Source: an optimization exercise on an open RTL-to-GDS flow (aim: small area). Production flows keep margins and buffers that such runs may drop.
In this exercise RTL edits were held to simulation tests only and were not proved equivalent to the original.

// mm_top
module mm_top (
    input  logic         clk_buf,
    input  logic         sys_reset,
    input  logic         cmd_valid,
    input  logic [(4 * 8)-1:0] cmd_word,
    output logic         cmd_credit,
    output logic         res_valid,
    output mm_data_pkg::mm_acc_t      res_data,
    input  logic         res_credit,
    output logic         busy,
    output logic         done
);
clock: 11.0 ns
lec_check: 0
abc_area: 1
cap_margin: 10
core_margin: 2
core_utilization: 88
cts_buf_list: sky130_fd_sc_hd__clkbuf_8 sky130_fd_sc_hd__clkbuf_16
cts_cluster_diameter: 80
cts_cluster_size: 20
place_density: 0.9
slew_margin: 10
synth_hierarchical: 1
synth_minimum_keep_size: 0
standard.sh (not shown) runs the stock make flow with config.mk's settings and CLKGATE_MAP_FILE= SYNTH_SCRIPT=/design/flow/synth_recipe.tcl, a recipe that flattens the netlist after the stock synthesis.
==> flow/flow/run.sh <==
#!/bin/bash
# Layout flow: the standard flow (standard.sh) with these changes:
#  - synthesis maps the combinational logic with an area-only ABC script
#    (flow/abc_area_only.script) instead of ORFS's delay-biased one; the
#    rest of the synthesis script, registers included, is the standard flow's own
#  - port buffers are the smallest buffer, sky130_fd_sc_hd__buf_1
#  - clock tree settings (CTS_ARGS below)
# Every tool's output goes to the ORFS logs under orfs/logs; make's own
# output goes to flow.log here.
set -euo pipefail
HERE=$(pwd)

# Synthesis script: synth_recipe.tcl with the ABC call redirected
{
  head -n 1 synth_recipe.tcl
  cat <<EOT
proc abc {args} {
  set i [lsearch -exact \$args -script]
  if {\$i >= 0} { lset args [expr {\$i + 1}] $HERE/flow/abc_area_only.script }
  puts "abc (area-only script): \$args"
  yosys abc {*}\$args
}
EOT
  tail -n +2 synth_recipe.tcl
} > my_synth.tcl

sed "s#SYNTH_SCRIPT=[^ ]*synth_recipe.tcl#SYNTH_SCRIPT=$HERE/my_synth.tcl#" standard.sh > my_standard.sh
grep -q "SYNTH_SCRIPT=$HERE/my_synth.tcl" my_standard.sh

export BUFFER_PORTS_ARGS="-buffer_cell sky130_fd_sc_hd__buf_1"
# Clock tree: 8x clock buffers only, clusters of up to 14 flops, no dummy loads
export CTS_ARGS="-sink_clustering_enable -repair_clock_nets -sink_clustering_size 14 -sink_clustering_max_diameter 60 -buf_list sky130_fd_sc_hd__clkbuf_8 -dont_use_dummy_load"
bash my_standard.sh > flow.log 2>&1
==> flow/flow/abc_area_only.script <==
strash
dch
map -a
The starting point did not get past global routing.
Then changed:
--- a/flow/flow/run.sh
+++ b/flow/flow/run.sh
@@ -30,4 +30,4 @@
 export BUFFER_PORTS_ARGS="-buffer_cell sky130_fd_sc_hd__buf_1"
-# Clock tree: 8x clock buffers only, clusters of up to 14 flops, no dummy loads
-export CTS_ARGS="-sink_clustering_enable -repair_clock_nets -sink_clustering_size 14 -sink_clustering_max_diameter 60 -buf_list sky130_fd_sc_hd__clkbuf_8 -dont_use_dummy_load"
+# Clock tree: 8x and 16x clock buffers, clusters of up to 20 flops, no dummy loads
+export CTS_ARGS="-sink_clustering_enable -repair_clock_nets -sink_clustering_size 20 -sink_clustering_max_diameter 80 -buf_list {sky130_fd_sc_hd__clkbuf_8 sky130_fd_sc_hd__clkbuf_16} -dont_use_dummy_load"
 bash my_standard.sh > flow.log 2>&1
Settings changed: CORE_UTILIZATION 88 to 80, PLACE_DENSITY 0.9 to default.
Now the flow completed with no timing, DRC or antenna violations.
Area after synthesis stays the same.
Synthesized cell count is unchanged.
Then changed:
--- a/flow/flow/run.sh
+++ b/flow/flow/run.sh
@@ -30,4 +30,4 @@
 export BUFFER_PORTS_ARGS="-buffer_cell sky130_fd_sc_hd__buf_1"
-# Clock tree: 8x and 16x clock buffers, clusters of up to 20 flops, no dummy loads
-export CTS_ARGS="-sink_clustering_enable -repair_clock_nets -sink_clustering_size 20 -sink_clustering_max_diameter 80 -buf_list {sky130_fd_sc_hd__clkbuf_8 sky130_fd_sc_hd__clkbuf_16} -dont_use_dummy_load"
+# Clock tree: 8x clock buffers only, clusters of up to 17 flops, no dummy loads
+export CTS_ARGS="-sink_clustering_enable -repair_clock_nets -sink_clustering_size 17 -sink_clustering_max_diameter 60 -buf_list sky130_fd_sc_hd__clkbuf_8 -dont_use_dummy_load"
 bash my_standard.sh > flow.log 2>&1
Effect: Clock-buffer cell count grows by 4. Design area went down by 1.0%. Worst setup slack improves by 0.018 ns. Cell count is about the same. Routed wire length went down by about 3%. Register-to-register slack improves by 0.02 ns. Critical path depth does not change.
Then changed:
Settings changed: CORE_UTILIZATION 80 to 70.
Via count drops by 10%.
Core utilization drops by 11 points.
Routed wire length drops by 14%.
Then changed:
--- a/flow/flow/run.sh
+++ b/flow/flow/run.sh
@@ -30,4 +30,4 @@
 export BUFFER_PORTS_ARGS="-buffer_cell sky130_fd_sc_hd__buf_1"
-# Clock tree: 8x clock buffers only, clusters of up to 17 flops, no dummy loads
-export CTS_ARGS="-sink_clustering_enable -repair_clock_nets -sink_clustering_size 17 -sink_clustering_max_diameter 60 -buf_list sky130_fd_sc_hd__clkbuf_8 -dont_use_dummy_load"
+# Clock tree: 8x clock buffers only, clusters of up to 19 flops, no dummy loads
+export CTS_ARGS="-sink_clustering_enable -repair_clock_nets -sink_clustering_size 19 -sink_clustering_max_diameter 70 -buf_list sky130_fd_sc_hd__clkbuf_8 -dont_use_dummy_load"
 bash my_standard.sh > flow.log 2>&1
Settings changed: CORE_UTILIZATION 70 to 80.
- via count rises by 11%
- worst setup slack is worse by 0.17 ns
- clock-buffer cell count shrinks by 3
- cell area falls by 0.56%

---

mm_top, a different RTL version from the one above (not shown whole).
For scale: ~1500 cells after synthesis, roughly 340 flip-flops.
Settings: LEC_CHECK=0, ABC_AREA=1, CAP_MARGIN=10, CORE_MARGIN=2, CORE_UTILIZATION=80, CTS_BUF_LIST=sky130_fd_sc_hd__clkbuf_8 sky130_fd_sc_hd__clkbuf_16, CTS_CLUSTER_DIAMETER=80, CTS_CLUSTER_SIZE=30, SLEW_MARGIN=10, SYNTH_HIERARCHICAL=1, SYNTH_MINIMUM_KEEP_SIZE=0; clock period 11.0 ns.
run.sh (not shown) runs the stock make flow with config.mk's settings and CLKGATE_MAP_FILE= SYNTH_SCRIPT=/design/flow/synth_recipe.tcl, a recipe that flattens the netlist after the stock synthesis.
Stock flow here: none of the scripts above is used.
Rerun with:
==> flow/flow/run.sh (new file) <==
#!/bin/bash
# Layout flow: the standard flow (standard.sh) with two changes:
#  - synthesis maps the combinational logic with an area-only ABC script
#    (flow/abc_area_only.script) instead of ORFS's delay-biased one; the
#    rest of the synthesis script, registers included, is the standard flow's own
#  - port buffers are the smallest buffer, sky130_fd_sc_hd__buf_1
# Every tool's output goes to the ORFS logs under orfs/logs; make's own
# output goes to flow.log here.
set -euo pipefail
HERE=$(pwd)

# Synthesis script: synth_recipe.tcl with the ABC call redirected
{
  head -n 1 synth_recipe.tcl
  cat <<EOT
proc abc {args} {
  set i [lsearch -exact \$args -script]
  if {\$i >= 0} { lset args [expr {\$i + 1}] $HERE/flow/abc_area_only.script }
  puts "abc (area-only script): \$args"
  yosys abc {*}\$args
}
EOT
  tail -n +2 synth_recipe.tcl
} > my_synth.tcl

sed "s#SYNTH_SCRIPT=[^ ]*synth_recipe.tcl#SYNTH_SCRIPT=$HERE/my_synth.tcl#" standard.sh > my_standard.sh
grep -q "SYNTH_SCRIPT=$HERE/my_synth.tcl" my_standard.sh

export BUFFER_PORTS_ARGS="-buffer_cell sky130_fd_sc_hd__buf_1"
bash my_standard.sh > flow.log 2>&1
==> flow/flow/abc_area_only.script (new file) <==
strash
dch
map -a
==> flow/standard.sh (new file) <==
#!/bin/bash
# synth_recipe.tcl (not shown) runs the flow's synth.tcl, then flattens the netlist and writes it again
# the make line also repeats each setting of config.mk as NAME=value (left out here)
make -C /OpenROAD-flow-scripts/flow DESIGN_CONFIG=/design/flow/config.mk WORK_HOME=/design/flow/orfs CLKGATE_MAP_FILE= SYNTH_SCRIPT=/design/flow/synth_recipe.tcl "${@:-finish}"
CTS_CLUSTER_SIZE = 20   (was 30)
removed: flow/run.sh
The new run passed the timing, DRC and antenna checks.
Design area fell by 4.2%.
Clock skew fell by 51 ps.
Synthesized cell count fell by 9.7%.
Synthesized area fell by 3.2%.
Flip-flop and latch count does not change.
Rerun with:
==> flow/run.sh (new file) <==
#!/bin/bash
# synth_recipe.tcl (not shown) runs the flow's synth.tcl, then flattens the netlist and writes it again
# the make line also repeats each setting of config.mk as NAME=value (left out here)
make -C /OpenROAD-flow-scripts/flow DESIGN_CONFIG=/design/flow/config.mk WORK_HOME=/design/flow/orfs CLKGATE_MAP_FILE= SYNTH_SCRIPT=/design/flow/synth_recipe.tcl finish
CAP_MARGIN = 20   (was 10)
CORE_UTILIZATION = 50   (was 80)
CTS_BUF_LIST = unset   (was sky130_fd_sc_hd__clkbuf_8 sky130_fd_sc_hd__clkbuf_16)
CTS_CLUSTER_DIAMETER = unset   (was 80)
CTS_CLUSTER_SIZE = unset   (was 20)
SLEW_MARGIN = 20   (was 10)
removed: flow/flow/run.sh
removed: flow/flow/abc_area_only.script
removed: flow/standard.sh
The new run produced a clean layout.
Global-route usage fell by 22 points.
Design area came out higher by 9.0%.
Setup slack is better by 710 ps.
Via count came out lower by 9.8%.
Die area rises by 63%.
Rerun with:
CAP_MARGIN = 10   (was 20)
CORE_UTILIZATION = 70   (was 50)
CTS_BUF_LIST = sky130_fd_sc_hd__clkbuf_4 sky130_fd_sc_hd__clkbuf_8   (was unset)
SLEW_MARGIN = 10   (was 20)
Cell area is lower by about 2.2%; sequential share of layout area is higher by 1.1 points; routed wire length is lower by 3.0%; worst setup slack is better by 58 ps; final cell count is lower by 7.1%.

---

mm_top with an RTL version that a note above also has.
For scale: roughly 1500 cells after synthesis, about 72 I/O pins, roughly 0.017 mm^2 of cells after synthesis.
==> flow/config.mk <==
export PLATFORM = sky130hd
export DESIGN_NAME = mm_top
export DESIGN_NICKNAME = mm_top
export VERILOG_FILES = /design/flow/design.v
export SDC_FILE = /design/flow/constraint.sdc
export NUM_CORES = 4
export LEC_CHECK = 0
export ABC_AREA = 1
export CAP_MARGIN = 10
export CORE_MARGIN = 2
export CORE_UTILIZATION = 80
export CTS_BUF_LIST = sky130_fd_sc_hd__clkbuf_8 sky130_fd_sc_hd__clkbuf_16
export CTS_CLUSTER_DIAMETER = 80
export CTS_CLUSTER_SIZE = 20
export SLEW_MARGIN = 10
export SYNTH_HIERARCHICAL = 1
export SYNTH_MINIMUM_KEEP_SIZE = 0
==> flow/constraint.sdc <==
create_clock -name core_clock -period 11.0 [get_ports {clk_buf}]
set_input_delay 2.2000 -clock core_clock [delete_from_list [all_inputs] [get_ports {clk_buf}]]
set_output_delay 2.2000 -clock core_clock [all_outputs]
set_load 0.01 [all_outputs]
standard.sh (not shown) runs the stock make flow with config.mk's settings and CLKGATE_MAP_FILE= SYNTH_SCRIPT=/design/flow/synth_recipe.tcl, a recipe that flattens the netlist after the stock synthesis.
==> flow/flow/run.sh <==
#!/bin/bash
# Layout flow: the standard flow (standard.sh) with these changes:
#  - synthesis maps the combinational logic with an area-only ABC script
#    (flow/abc_area_only.script) instead of ORFS's delay-biased one; the
#    rest of the synthesis script, registers included, is the standard flow's own
#  - port buffers are the smallest buffer, sky130_fd_sc_hd__buf_1
#  - clock tree settings (CTS_ARGS below)
# Every tool's output goes to the ORFS logs under orfs/logs; make's own
# output goes to flow.log here.
set -euo pipefail
HERE=$(pwd)

# Synthesis script: synth_recipe.tcl with the ABC call redirected
{
  head -n 1 synth_recipe.tcl
  cat <<EOT
proc abc {args} {
  set i [lsearch -exact \$args -script]
  if {\$i >= 0} { lset args [expr {\$i + 1}] $HERE/flow/abc_area_only.script }
  puts "abc (area-only script): \$args"
  yosys abc {*}\$args
}
EOT
  tail -n +2 synth_recipe.tcl
} > my_synth.tcl

sed "s#SYNTH_SCRIPT=[^ ]*synth_recipe.tcl#SYNTH_SCRIPT=$HERE/my_synth.tcl#" standard.sh > my_standard.sh
grep -q "SYNTH_SCRIPT=$HERE/my_synth.tcl" my_standard.sh

export BUFFER_PORTS_ARGS="-buffer_cell sky130_fd_sc_hd__buf_1"
# Clock tree: 8x clock buffers only, clusters of up to 14 flops, no dummy loads
export CTS_ARGS="-sink_clustering_enable -repair_clock_nets -sink_clustering_size 14 -sink_clustering_max_diameter 60 -buf_list sky130_fd_sc_hd__clkbuf_8 -dont_use_dummy_load"
bash my_standard.sh > flow.log 2>&1
==> flow/flow/abc_area_only.script <==
strash
dch
map -a
Next try:
--- a/flow/flow/run.sh
+++ b/flow/flow/run.sh
@@ -31,2 +31,2 @@
-# Clock tree: 8x clock buffers only, clusters of up to 14 flops, no dummy loads
-export CTS_ARGS="-sink_clustering_enable -repair_clock_nets -sink_clustering_size 14 -sink_clustering_max_diameter 60 -buf_list sky130_fd_sc_hd__clkbuf_8 -dont_use_dummy_load"
+# Clock tree: 8x clock buffers only, clusters of up to 17 flops, no dummy loads
+export CTS_ARGS="-sink_clustering_enable -repair_clock_nets -sink_clustering_size 17 -sink_clustering_max_diameter 60 -buf_list sky130_fd_sc_hd__clkbuf_8 -dont_use_dummy_load"
CAP_MARGIN = 0   (was 10)
SLEW_MARGIN = 0   (was 10)
Outcome:
- The changed run finished with timing, DRC and antenna clean
- non-clock buffer count decreases by 1
- fmax drops by 1.3%
- design area is lower by 0.46%
- critical path depth does not change
- via count is higher by 1.0%
- global-route usage is higher by 0.46 points
- setup slack degrades by 0.13 ns

---

## run 1
mm_top, a different RTL version from the one above (not shown whole).
Size in the first run: about 1700 cells after synthesis, ~340 flip-flops, ~72 I/O pins, ~19000 sq um of cells after synthesis.
Settings: LEC_CHECK=0, ABC_AREA=1, CAP_MARGIN=10, CORE_MARGIN=2, CORE_UTILIZATION=70, CTS_BUF_LIST=sky130_fd_sc_hd__clkbuf_4 sky130_fd_sc_hd__clkbuf_8, SLEW_MARGIN=10, SYNTH_HIERARCHICAL=1, SYNTH_MINIMUM_KEEP_SIZE=0; clock period 11.0 ns.
run.sh (not shown) runs the stock make flow with config.mk's settings and CLKGATE_MAP_FILE= SYNTH_SCRIPT=/design/flow/synth_recipe.tcl, a recipe that flattens the netlist after the stock synthesis.
Stock flow here: none of the scripts above is used.
#### Input delta (run 2 over run 1)
- a change of CTS_BUF_LIST from sky130_fd_sc_hd__clkbuf_4 sky130_fd_sc_hd__clkbuf_8 to sky130_fd_sc_hd__clkbuf_8 sky130_fd_sc_hd__clkbuf_16
- a change of CORE_UTILIZATION from 70 to 80
- an added CTS_CLUSTER_DIAMETER of 80
- an added CTS_CLUSTER_SIZE of 20
==> flow/flow/run.sh (new file) <==
#!/bin/bash
# Layout flow: the standard flow (standard.sh) with two changes:
#  - synthesis maps the combinational logic with an area-only ABC script
#    (flow/abc_area_only.script) instead of ORFS's delay-biased one; the
#    rest of the synthesis script, registers included, is the standard flow's own
#  - port buffers are the smallest buffer, sky130_fd_sc_hd__buf_1
# Every tool's output goes to the ORFS logs under orfs/logs; make's own
# output goes to flow.log here.
set -euo pipefail
HERE=$(pwd)

# Synthesis script: synth_recipe.tcl with the ABC call redirected
{
  head -n 1 synth_recipe.tcl
  cat <<EOT
proc abc {args} {
  set i [lsearch -exact \$args -script]
  if {\$i >= 0} { lset args [expr {\$i + 1}] $HERE/flow/abc_area_only.script }
  puts "abc (area-only script): \$args"
  yosys abc {*}\$args
}
EOT
  tail -n +2 synth_recipe.tcl
} > my_synth.tcl

sed "s#SYNTH_SCRIPT=[^ ]*synth_recipe.tcl#SYNTH_SCRIPT=$HERE/my_synth.tcl#" standard.sh > my_standard.sh
grep -q "SYNTH_SCRIPT=$HERE/my_synth.tcl" my_standard.sh

export BUFFER_PORTS_ARGS="-buffer_cell sky130_fd_sc_hd__buf_1"
bash my_standard.sh > flow.log 2>&1
==> flow/flow/abc_area_only.script (new file) <==
strash
dch
map -a
==> flow/standard.sh (new file) <==
#!/bin/bash
# synth_recipe.tcl (not shown) runs the flow's synth.tcl, then flattens the netlist and writes it again
# the make line also repeats each setting of config.mk as NAME=value (left out here)
make -C /OpenROAD-flow-scripts/flow DESIGN_CONFIG=/design/flow/config.mk WORK_HOME=/design/flow/orfs CLKGATE_MAP_FILE= SYNTH_SCRIPT=/design/flow/synth_recipe.tcl "${@:-finish}"
removed: flow/run.sh
==> run notes <==
- Via count of the first global-routing pass (run 2 over run 1): decrease, about 12%
- Diff run 1 -> run 2 | critical path depth | increase of 2
- Diff run 1 and run 2: final-layout non-clock buffer area share lower in run 2

## separate check: timing with driven ports
Ports are ideal in the flow. The routed layouts listed here were re-timed in OpenROAD.
Step 1 sets driving cells, clkbuf_16 on the clock port and buf_2 on the other inputs (assumed; they add their load-dependent delay and slew).
Step 2 moves the port delays by t, midway between the first and last clock arrival at a register: inputs arrive t later, outputs are due t later. That takes back most of the time a late clock gives input paths.
a / b / c = ideal ports / drivers / drivers and shift; a / b = the first two.
| run | shift t [ns] | setup slack, ns | clock arrival spread, ns |
|---|---|---|---|
| the second run of note 1 | 0.558 | 0.728 / 0.728 / 0.728 | 0.080 / 0.080 |
| the third run of note 1 | 0.607 | 0.746 / 0.746 / 0.746 | 0.098 / 0.099 |
| the fourth run of note 1 | 0.621 | 0.887 / 0.887 / 0.887 | 0.107 / 0.107 |
| the fifth run of note 1 | 0.602 | 0.712 / 0.712 / 0.712 | 0.110 / 0.110 |
| the first run of note 2 | 0.594 | 0.737 / 0.737 / 0.737 | 0.085 / 0.085 |
| the second run of note 2 | 0.609 | 0.369 / 0.369 / 0.369 | 0.033 / 0.032 |
| the third run of note 2 | 0.611 | 1.081 / 1.081 / 1.081 | 0.020 / 0.019 |
| the fourth run of note 2 | 0.657 | 1.139 / 1.139 / 1.139 | 0.038 / 0.039 |
| the first run of note 3 | 0.620 | 0.875 / 0.875 / 0.875 | 0.127 / 0.127 |
| the second run of note 3 | 0.607 | 0.745 / 0.745 / 0.745 | 0.100 / 0.100 |
| run 1 | 0.648 | 0.740 / 0.740 / 0.740 | 0.018 / 0.018 |
| run 2 | 0.581 | 0.510 / 0.510 / 0.510 | 0.029 / 0.029 |
After both steps every run listed still meets setup and hold.
